Context: an optimization exercise on an open-source flow, tuned for small area, a short achievable clock period and few clock cycles. The choices shown serve that exercise and are no tape-out recipe. Only simulation tests tie the RTL to the original design; equivalence was not proved.

// qpsk_carrier_recovery_loop
module qpsk_carrier_recovery_loop
#(
    parameter int SAMPLE_WIDTH = 16
)
(
    input  logic                           clk,
    input  logic                           rst_n,
    input  logic                           in_valid,
    output logic                           in_stall,
    input  logic                           opcode,
    input  logic signed [SAMPLE_WIDTH-1:0] sample_re,
    input  logic signed [SAMPLE_WIDTH-1:0] sample_im,
    input  logic signed [SAMPLE_WIDTH-1:0] cosample_im,
    output logic                           out_valid,
    input  logic                           out_stall,
    output logic signed [SAMPLE_WIDTH-1:0] mixed_re,
    output logic signed [SAMPLE_WIDTH-1:0] mixed_im,
    output logic signed [31:0]             freq_estimate,
    output logic                           locked,
    output logic                           locked_once,
    input  logic                           cfg_write,
    input  logic [1:0]                     cfg_index,
    input  logic [31:0]                    cfg_data
);
Settings: LEC_CHECK=0, CAP_MARGIN=20, CORE_MARGIN=2, CORE_UTILIZATION=50, CTS_BUF_LIST=sky130_fd_sc_hd__clkbuf_8 sky130_fd_sc_hd__clkbuf_16, CTS_CLUSTER_DIAMETER=80, CTS_CLUSTER_SIZE=25, PLACE_DENSITY=0.7, SETUP_SLACK_MARGIN=5, SLEW_MARGIN=20, SYNTH_MEMORY_MAX_BITS=32768; clock period 12.0 ns.
run.sh (not shown) runs the stock make flow with config.mk's settings and CLKGATE_MAP_FILE= SYNTH_SCRIPT=/design/flow/synth_recipe.tcl, a recipe that flattens the netlist after the stock synthesis.
The baseline finished clean.
Testbench counts at the start, summed over its fixed seeds: cycles 3,264.
Rerun with:
--- a/flow/config.mk
+++ b/flow/config.mk
@@ -10,5 +10,2 @@
 export CORE_UTILIZATION = 50
-export CTS_BUF_LIST = sky130_fd_sc_hd__clkbuf_8 sky130_fd_sc_hd__clkbuf_16
-export CTS_CLUSTER_DIAMETER = 80
-export CTS_CLUSTER_SIZE = 25
 export PLACE_DENSITY = 0.7
=> The new run passed the timing, DRC and antenna checks; non-clock buffer count increases by 4; setup slack gets better by 0.026 ns; register-to-register slack gets better by 0.06 ns; count of clock-buffer cells in the layout increases by 52; cell count increases slightly; worst hold slack gets better by 0.0035 ns; area after synthesis does not change; via count increases slightly; core utilization increases by 0.42 points.

* * *

Another version of the RTL of qpsk_carrier_recovery_loop (not shown whole).
Size: roughly 11,000 cells after synthesis, about 960 flip-flops, ~160 I/O pins, roughly 100,000 sq um of cells after synthesis.
Settings: LEC_CHECK=0, CAP_MARGIN=20, CORE_MARGIN=2, CORE_UTILIZATION=60, PLACE_DENSITY=0.75, SETUP_SLACK_MARGIN=5, SLEW_MARGIN=20, SYNTH_MEMORY_MAX_BITS=32768; clock period 12.0 ns.
Testbench counts at the start, summed over its fixed seeds: cycles 3,264.
Rerun with:
- CORE_UTILIZATION: 60 -> 50
- CTS_BUF_LIST: unset -> sky130_fd_sc_hd__clkbuf_8 sky130_fd_sc_hd__clkbuf_16
- CTS_CLUSTER_DIAMETER: unset -> 80
- CTS_CLUSTER_SIZE: unset -> 25
- PLACE_DENSITY: 0.75 -> 0.7
=> Global-route usage falls by 5.5 points. Synthesized cell count does not change. Clock-buffer cell count falls by 58.
Rerun with:
- CTS_BUF_LIST: sky130_fd_sc_hd__clkbuf_8 sky130_fd_sc_hd__clkbuf_16 -> unset
- CTS_CLUSTER_DIAMETER: 80 -> unset
- CTS_CLUSTER_SIZE: 25 -> unset
Cell count is higher by 0.49%.
Critical path depth does not change.
Synthesized area does not change.
Final area came out higher by 0.84%.
Wire length rose by 0.50%.
Die area does not change.
Via count grows by 0.52%.
Synthesized cell count does not change.
Clock-buffer cell count is higher by 47.
Rerun with:
- CAP_MARGIN: 20 -> 10
- CTS_BUF_LIST: unset -> sky130_fd_sc_hd__clkbuf_8 sky130_fd_sc_hd__clkbuf_16
- CTS_CLUSTER_DIAMETER: unset -> 80
- CTS_CLUSTER_SIZE: unset -> 25
- SLEW_MARGIN: 20 -> 10
Outcome: Worst setup slack gets worse by 0.019 ns. Routed wire length is lower slightly. Final cell count shrinks slightly. Cell area fell slightly. Via count falls slightly. Fmax hardly moves. Area after synthesis does not change. Clock-buffer cell count falls by 50.
Rerun with:
- CTS_BUF_LIST: sky130_fd_sc_hd__clkbuf_8 sky130_fd_sc_hd__clkbuf_16 -> sky130_fd_sc_hd__clkbuf_16
- CTS_CLUSTER_DIAMETER: 80 -> 100
- CTS_CLUSTER_SIZE: 25 -> 30
Non-clock buffer count rose by 3.
Clock skew rose by 0.017 ns.
Worst hold slack gets better by 0.011 ns.
Core utilization fell by 0.35 points.
Count of clock-buffer cells in the layout fell by 19.
Die area does not change.

-- separate check: timing with driven ports --
How much do the figures lean on ideal ports? The routed layouts below were timed once more, with nothing changed but the port constraints. Step 1 (the two cells are an assumption about what drives the block):
set clk [get_ports {clk}]
set_driving_cell -lib_cell sky130_fd_sc_hd__clkbuf_16 $clk
set_driving_cell -lib_cell sky130_fd_sc_hd__buf_2 [delete_from_list [all_inputs] $clk]
Step 2 times the ports against the registers' clock, not the clock port: input delays grow and output delays shrink by t, the midpoint of the rising clock arrivals with the driver on. a / b / c = ideal ports / drivers / drivers and shift; a / b = the first two.
run	t (ns)	setup WS [ns]	worst hold slack (ns)	worst slew at a driven data input, ns
the first run of note 1	0.841	5.089 / 5.089 / 4.776	0.411 / 0.411 / 0.411	0.08
the second run of note 1	0.855	5.115 / 5.092 / 4.790	0.415 / 0.415 / 0.415	0.09
the first run of note 2	0.860	5.100 / 5.066 / 4.959	0.417 / 0.417 / 0.417	0.07
the second run of note 2	0.839	5.155 / 5.119 / 5.077	0.426 / 0.426 / 0.426	0.07
the third run of note 2	0.875	5.165 / 5.130 / 5.041	0.417 / 0.417 / 0.417	0.07
the fourth run of note 2	0.837	5.146 / 5.118 / 5.020	0.415 / 0.415 / 0.415	0.07
the fifth run of note 2	0.828	5.149 / 5.121 / 5.055	0.427 / 0.427 / 0.427	0.07
After both steps every run listed still meets setup and hold. For the second run of note 1, which loses most, drivers alone change the setup slack by -0.023 ns; drivers and shift together by -0.325 ns.
